What follows belongs to an exercise in optimizing a design on an open flow for small area and a short achievable clock period; a production flow would make more cautious choices. The RTL was checked by simulation tests, not by an equivalence proof against the original design. Power is estimated from default activity; no workload was simulated.

## old
==> flow/design.v <==
package cnn_pkg;
    localparam int DATA_W   = 21;
    localparam int POOL_W   = DATA_W - 1;
    localparam int MAX_W    = 256;
    localparam int DIM_W    = 9;
    localparam int LB_DEPTH = MAX_W / 2;
    localparam int LB_AW    = $clog2(LB_DEPTH);
    localparam logic [DIM_W-1:0] MAX_W_DIM = DIM_W'(MAX_W);
    typedef enum logic {
        IDLE = 1'b0,
        RUN  = 1'b1
    } state_t;
endpackage
import cnn_pkg::*;
module pool_line_buffer
(
    input  logic              clk,
    input  logic              sh,
    input  logic [POOL_W-1:0] din,
    input  logic [3:0]        fsel,
    input  logic [3:0]        dsel,
    input  logic [7:0]        csel,
    output logic [POOL_W-1:0] tap
);
    localparam int NF = 4;
    localparam int ND = 12;
    localparam int NC = 111;
    logic [POOL_W-1:0] f [NF];
    logic [POOL_W-1:0] d [ND];
    logic [POOL_W-1:0] c [NC];
    logic [POOL_W-1:0] g1, g2;
    always_comb begin
        g1 = '0;
        for (int i = 0; i < NF; i++) begin
            g1 = g1 | (f[i] & {POOL_W{fsel[i]}});
        end
        g2 = g1 & {POOL_W{dsel[0]}};
        for (int b = 1; b < 4; b++) begin
            g2 = g2 | (d[4*b-1] & {POOL_W{dsel[b]}});
        end
        tap = g2 & {POOL_W{csel[0]}};
        for (int a = 1; a < 8; a++) begin
            tap = tap | (c[16*a-2] & {POOL_W{csel[a]}});
        end
    end
    always_ff @(posedge clk) begin
        if (sh) begin
            f[0] <= din;
            for (int i = 1; i < NF; i++) begin
                f[i] <= f[i-1];
            end
            d[0] <= g1;
            for (int j = 1; j < ND; j++) begin
                d[j] <= d[j-1];
            end
            c[0] <= g2;
            for (int j = 1; j < NC; j++) begin
                c[j] <= c[j-1];
            end
        end
    end
endmodule
import cnn_pkg::*;
module relu_maxpool
(
    input  logic              clk,
    input  logic              rst,
    input  logic              clear,
    input  logic              start,
    input  logic [DIM_W-1:0]  map_width,
    input  logic [DIM_W-1:0]  map_height,
    input  logic [DATA_W-1:0] in_data,
    input  logic              in_valid,
    output logic [POOL_W-1:0] out,
    output logic              done,
    output logic              frame_done,
    output logic              busy,
    output logic              cfg_err
);
    logic               busy_q, done_q, frame_done_q, cfg_err_q;
    logic [DIM_W-1:0]   w_q, ccnt_q, rcnt_q;      
    logic               lastc_q, lastr_q, codd_q, rodd_q;
    logic [POOL_W-1:0]  m_q;                      
    logic [POOL_W-1:0]  pm_q;                     
    logic [POOL_W-1:0]  lb_q;                     
    logic [POOL_W-1:0]  out_q;
    logic               sh_q;                     
    logic [3:0]         fsel_q, dsel_q;
    logic [7:0]         csel_q;
    logic               p1_q;
    logic               accept, pair_ev, dims_ok;
    logic [POOL_W-1:0]  vraw, m_d, pm_d, lb_d, tap;
    logic               neg, lb_use, lb_pm, lb_tap, lastp_q;
    logic [6:0]         sx_q;
    logic [3:0]         fsel_d, dsel_d;
    logic [7:0]         csel_d;
    always_comb begin
        vraw    = in_data[POOL_W-1:0];
        neg     = in_data[DATA_W-1];
        accept  = busy_q && in_valid;
        pair_ev = accept && codd_q;
        dims_ok = (map_width >= DIM_W'(2)) && (map_width <= MAX_W_DIM) &&
                  (map_height >= DIM_W'(2));
        lb_use  = busy_q && (rodd_q ^ lastp_q);
        lb_pm   = lb_use && p1_q;
        lb_tap  = lb_use && !p1_q;
    end
    pool_max   u_max_even (.a(lb_q), .v(vraw), .neg(neg), .y(m_d));
    pool_max_k u_max_odd  (.a(m_q),  .v(vraw), .neg(neg), .y(pm_d),
                           .k(lb_pm), .t(tap), .kt(lb_tap), .yk(lb_d));
    always_comb begin
        fsel_d = '0;
        dsel_d = '0;
        csel_d = '0;
        fsel_d[sx_q[1:0]] = 1'b1;
        dsel_d[sx_q[3:2]] = 1'b1;
        csel_d[sx_q[6:4]] = 1'b1;
    end
    always_ff @(posedge clk) begin
        if (w_q[8]) begin
            sx_q <= 7'd127;
        end else if (w_q[7:1] <= 7'd17) begin
            sx_q <= w_q[7:1] - 7'd2;
        end else begin
            sx_q <= w_q[7:1] - 7'd1;
        end
        p1_q   <= (w_q[8:1] == 8'd1);
        fsel_q <= fsel_d;
        dsel_q <= dsel_d;
        csel_q <= csel_d;
    end
    always_ff @(posedge clk) begin
        if (rst || clear) begin
            busy_q       <= 1'b0;
            done_q       <= 1'b0;
            frame_done_q <= 1'b0;
            out_q        <= '0;
            if (rst) begin
                cfg_err_q <= 1'b0;
            end
        end else begin
            done_q       <= pair_ev && rodd_q;
            frame_done_q <= accept && lastc_q && lastr_q;
            if (!busy_q && start) begin
                if (dims_ok) begin
                    busy_q    <= 1'b1;
                    cfg_err_q <= 1'b0;
                end else begin
                    cfg_err_q <= 1'b1;
                end
            end
            if (accept && lastc_q && lastr_q) begin
                busy_q <= 1'b0;
            end
            if (pair_ev && rodd_q) begin
                out_q <= pm_d;
            end
        end
    end
    always_ff @(posedge clk) begin
        if (!busy_q && start) begin
            w_q     <= map_width;
            ccnt_q  <= map_width;
            rcnt_q  <= map_height;
            lastc_q <= 1'b0;
            lastp_q <= (map_width <= DIM_W'(3));
            lastr_q <= 1'b0;
            codd_q  <= 1'b0;
            rodd_q  <= 1'b0;
        end else if (accept) begin
            if (lastc_q) begin
                ccnt_q  <= w_q;
                lastc_q <= 1'b0;
                lastp_q <= (w_q <= DIM_W'(3));
                codd_q  <= 1'b0;
                rcnt_q  <= rcnt_q - DIM_W'(1);
                lastr_q <= (rcnt_q == DIM_W'(2));
                rodd_q  <= !rodd_q;
            end else begin
                ccnt_q  <= ccnt_q - DIM_W'(1);
                lastc_q <= (ccnt_q == DIM_W'(2));
                lastp_q <= (ccnt_q <= DIM_W'(3));
                codd_q  <= !codd_q;
            end
        end
        if (!codd_q) begin
            m_q <= m_d;
        end
        if (codd_q) begin
            pm_q <= pm_d;
        end
        if (codd_q || !busy_q) begin
            lb_q <= lb_d;
        end
        sh_q <= pair_ev;
    end
    pool_line_buffer u_line_buf (
        .clk  (clk),
        .sh   (sh_q),
        .din  (pm_q),
        .fsel (fsel_q),
        .dsel (dsel_q),
        .csel (csel_q),
        .tap  (tap)
    );
    assign out        = out_q;
    assign done       = done_q;
    assign frame_done = frame_done_q;
    assign busy       = busy_q;
    assign cfg_err    = cfg_err_q;
endmodule
module pool_max_pfx
(
    input  logic [POOL_W-1:0] a,
    input  logic [POOL_W-1:0] v,
    output logic [POOL_W-1:0] gn,
    output logic [POOL_W-1:0] en
);
    localparam int LV = $clog2(POOL_W);    
    function automatic integer done_lv;
        input integer i;
        integer k;
        begin
            done_lv = 0;
            for (k = 0; k <= LV; k = k + 1) begin
                if (i + (1 << k) < POOL_W) done_lv = k + 1;
            end
        end
    endfunction
    logic [POOL_W-1:0] g [LV+1];
    logic [POOL_W-1:0] e [LV+1];
    logic [POOL_W-1:0] gx, ex;             
    for (genvar i = 0; i < POOL_W; i++) begin : g_bit0
        pool_max_bit u_b (.a(a[i]), .v(v[i]), .g(g[0][i]), .e(e[0][i]));
    end
    for (genvar i = 0; i < POOL_W; i++) begin : g_inv
        if (done_lv(i) < LV) begin : g_x
            pool_max_inv u_i (.a(g[done_lv(i)][i]), .y(gx[i]));
            pool_max_inv u_j (.a(e[done_lv(i)][i]), .y(ex[i]));
        end else begin : g_nx
            assign gx[i] = 1'b0;
            assign ex[i] = 1'b0;
        end
    end
    for (genvar k = 0; k < LV; k++) begin : g_lv
        for (genvar i = 0; i < POOL_W; i++) begin : g_bit
            if (i + (1 << k) < POOL_W) begin : g_comb
                if (k % 2 == 0) begin : g_t
                    pool_max_ct u_c (.gh(g[k][i+(1<<k)]), .eh(e[k][i+(1<<k)]),
                                     .gl(g[k][i]), .el(e[k][i]),
                                     .gn(g[k+1][i]), .en(e[k+1][i]));
                end else begin : g_n
                    pool_max_cn u_c (.gnh(g[k][i+(1<<k)]), .enh(e[k][i+(1<<k)]),
                                     .gnl(g[k][i]), .enl(e[k][i]),
                                     .g(g[k+1][i]), .e(e[k+1][i]));
                end
            end else if ((k + 1 - done_lv(i)) % 2 == 0) begin : g_same
                assign g[k+1][i] = g[done_lv(i)][i];
                assign e[k+1][i] = e[done_lv(i)][i];
            end else begin : g_flip
                assign g[k+1][i] = gx[i];
                assign e[k+1][i] = ex[i];
            end
        end
    end
    for (genvar i = 0; i < POOL_W - 1; i++) begin : g_out
        assign gn[i] = g[LV][i+1];
        assign en[i] = e[LV][i+1];
    end
    assign gn[POOL_W-1] = 1'b1;
    assign en[POOL_W-1] = 1'b0;
endmodule
module pool_max
(
    input  logic [POOL_W-1:0] a,
    input  logic [POOL_W-1:0] v,
    input  logic              neg,
    output logic [POOL_W-1:0] y
);
    logic [POOL_W-1:0] gn, en;
    pool_max_pfx u_p (.a(a), .v(v), .gn(gn), .en(en));
    for (genvar i = 0; i < POOL_W - 1; i++) begin : g_out
        pool_max_out u_o (.a(a[i]), .v(v[i]), .neg(neg), .gn(gn[i]), .en(en[i]), .y(y[i]));
    end
    assign y[POOL_W-1] = a[POOL_W-1] | (v[POOL_W-1] & ~neg);
endmodule
module pool_max_k
(
    input  logic [POOL_W-1:0] a,
    input  logic [POOL_W-1:0] v,
    input  logic              neg,
    output logic [POOL_W-1:0] y,
    input  logic              k,
    input  logic [POOL_W-1:0] t,
    input  logic              kt,
    output logic [POOL_W-1:0] yk
);
    logic [POOL_W-1:0] gn, en;
    pool_max_pfx u_p (.a(a), .v(v), .gn(gn), .en(en));
    for (genvar i = 0; i < POOL_W - 1; i++) begin : g_out
        pool_max_out u_o (.a(a[i]), .v(v[i]), .neg(neg), .gn(gn[i]), .en(en[i]), .y(y[i]));
        pool_max_outk u_k (.a(a[i]), .v(v[i]), .neg(neg), .gn(gn[i]), .en(en[i]),
                           .k(k), .t(t[i]), .kt(kt), .y(yk[i]));
    end
    assign y[POOL_W-1]  = a[POOL_W-1] | (v[POOL_W-1] & ~neg);
    assign yk[POOL_W-1] = (k & y[POOL_W-1]) | (kt & t[POOL_W-1]);
endmodule
module pool_max_bit
(
    input  logic a,
    input  logic v,
    output logic g,
    output logic e
);
    assign g = a & ~v;
    assign e = ~(a ^ v);
endmodule
module pool_max_ct
(
    input  logic gh,
    input  logic eh,
    input  logic gl,
    input  logic el,
    output logic gn,
    output logic en
);
    assign gn = ~(gh | (eh & gl));
    assign en = ~(eh & el);
endmodule
module pool_max_cn
(
    input  logic gnh,
    input  logic enh,
    input  logic gnl,
    input  logic enl,
    output logic g,
    output logic e
);
    assign g = ~(gnh & (enh | gnl));
    assign e = ~(enh | enl);
endmodule
module pool_max_inv
(
    input  logic a,
    output logic y
);
    assign y = ~a;
endmodule
module pool_max_out
(
    input  logic a,
    input  logic v,
    input  logic neg,
    input  logic gn,
    input  logic en,
    output logic y
);
    assign y = (a & (neg | ~(gn & en))) | (v & gn & ~neg);
endmodule
module pool_max_outk
(
    input  logic a,
    input  logic v,
    input  logic neg,
    input  logic gn,
    input  logic en,
    input  logic k,
    input  logic t,
    input  logic kt,
    output logic y
);
    assign y = (k & a & (neg | ~(gn & en))) | (k & v & gn & ~neg) | (kt & t);
endmodule
export LEC_CHECK = 0
export CAP_MARGIN = 20
export CORE_MARGIN = 2
export CORE_UTILIZATION = 60
export CTS_CLUSTER_DIAMETER = 120
export CTS_CLUSTER_SIZE = 30
export SETUP_SLACK_MARGIN = 3.3
export SLEW_MARGIN = 20
export SYNTH_HIERARCHICAL = 1
create_clock -name core_clock -period 5.5 [get_ports {clk}]
run.sh (not shown) runs the stock make flow with config.mk's settings and CLKGATE_MAP_FILE= SYNTH_SCRIPT=/design/flow/synth_recipe.tcl, a recipe that flattens the netlist after the stock synthesis.
Input changes introduced in new (baseline for comparison: old):
--- a/flow/design.v
+++ b/flow/design.v
@@ -80,17 +80,16 @@
     logic               busy_q, done_q, frame_done_q, cfg_err_q;
     logic [DIM_W-1:0]   w_q, ccnt_q, rcnt_q;      
     logic               lastc_q, lastr_q, codd_q, rodd_q;
-    logic [POOL_W-1:0]  m_q;                      
+    logic [POOL_W-1:0]  a_q;                      
     logic [POOL_W-1:0]  pm_q;                     
-    logic [POOL_W-1:0]  lb_q;                     
     logic [POOL_W-1:0]  out_q;
     logic               sh_q;                     
     logic [3:0]         fsel_q, dsel_q;
     logic [7:0]         csel_q;
     logic               p1_q;
     logic               accept, pair_ev, dims_ok;
-    logic [POOL_W-1:0]  vraw, m_d, pm_d, lb_d, tap;
-    logic               neg, lb_use, lb_pm, lb_tap, lastp_q;
+    logic [POOL_W-1:0]  vraw, y, a_d, tap;
+    logic               neg, lb_use, a_y, a_tap, a_en, lastp_q;
     logic [6:0]         sx_q;
     logic [3:0]         fsel_d, dsel_d;
     logic [7:0]         csel_d;
@@ -102,12 +101,12 @@
         dims_ok = (map_width >= DIM_W'(2)) && (map_width <= MAX_W_DIM) &&
                   (map_height >= DIM_W'(2));
         lb_use  = busy_q && (rodd_q ^ lastp_q);
-        lb_pm   = lb_use && p1_q;
-        lb_tap  = lb_use && !p1_q;
+        a_y     = busy_q && (!codd_q || (lb_use && p1_q));
+        a_tap   = codd_q && lb_use && !p1_q;
+        a_en    = !busy_q || (accept && (codd_q || !lastc_q));
     end
-    pool_max   u_max_even (.a(lb_q), .v(vraw), .neg(neg), .y(m_d));
-    pool_max_k u_max_odd  (.a(m_q),  .v(vraw), .neg(neg), .y(pm_d),
-                           .k(lb_pm), .t(tap), .kt(lb_tap), .yk(lb_d));
+    pool_max_k u_max (.a(a_q), .v(vraw), .neg(neg), .y(y),
+                      .k(a_y), .t(tap), .kt(a_tap), .yk(a_d));
     always_comb begin
         fsel_d = '0;
         dsel_d = '0;
@@ -153,7 +152,7 @@
                 busy_q <= 1'b0;
             end
             if (pair_ev && rodd_q) begin
-                out_q <= pm_d;
+                out_q <= y;
             end
         end
     end
@@ -183,14 +182,11 @@
                 codd_q  <= !codd_q;
             end
         end
-        if (!codd_q) begin
-            m_q <= m_d;
+        if (a_en) begin
+            a_q <= a_d;
         end
         if (codd_q) begin
-            pm_q <= pm_d;
-        end
-        if (codd_q || !busy_q) begin
-            lb_q <= lb_d;
+            pm_q <= y;
         end
         sh_q <= pair_ev;
     end
@@ -270,20 +266,6 @@
     assign gn[POOL_W-1] = 1'b1;
     assign en[POOL_W-1] = 1'b0;
 endmodule
-module pool_max
-(
-    input  logic [POOL_W-1:0] a,
-    input  logic [POOL_W-1:0] v,
-    input  logic              neg,
-    output logic [POOL_W-1:0] y
-);
-    logic [POOL_W-1:0] gn, en;
-    pool_max_pfx u_p (.a(a), .v(v), .gn(gn), .en(en));
-    for (genvar i = 0; i < POOL_W - 1; i++) begin : g_out
-        pool_max_out u_o (.a(a[i]), .v(v[i]), .neg(neg), .gn(gn[i]), .en(en[i]), .y(y[i]));
-    end
-    assign y[POOL_W-1] = a[POOL_W-1] | (v[POOL_W-1] & ~neg);
-endmodule
 module pool_max_k
 (
     input  logic [POOL_W-1:0] a,
Notes after the runs:
Final hold slack: new worse than old. Cmp new vs old: final critical-path share of the clock period higher in new. On new: share of the final layout cell area in multi-input gates is 1.5 points lower than what old gave. Against old, new reports a total routed wirelength that is lower. Worst setup slack, old and new: lower on new. Detailed-route wire length per cell for new is lower than for old. new against old: wire length on met1 down about 5%; power now smaller.

-- re-timing with driven ports --
No port has a modelled driver above. Below, the same layouts with a new extraction and two added sets of constraints.
Step 1 sets driving cells, clkbuf_16 on the clock port and buf_2 on the other inputs (assumed; they add their load-dependent delay and slew).
Step 2 times the ports against the registers' clock, not the clock port: input delays grow and output delays shrink by t, the midpoint of the rising clock arrivals with the driver on.
Slacks: ideal ports / drivers / drivers and shift; pairs: ideal ports / drivers.
run | t (ns) | slack for setup (ns) | slew at the worst register clock pin (ns)
old | 0.791 | 3.147 / 3.069 / 2.510 | 0.12 / 0.12
new | 0.792 | 3.122 / 3.046 / 2.503 | 0.12 / 0.12
After both steps setup and hold are still met in every run listed. The setup slack of old, which loses most, moves by -0.078 ns with the drivers and by -0.637 ns with both steps.
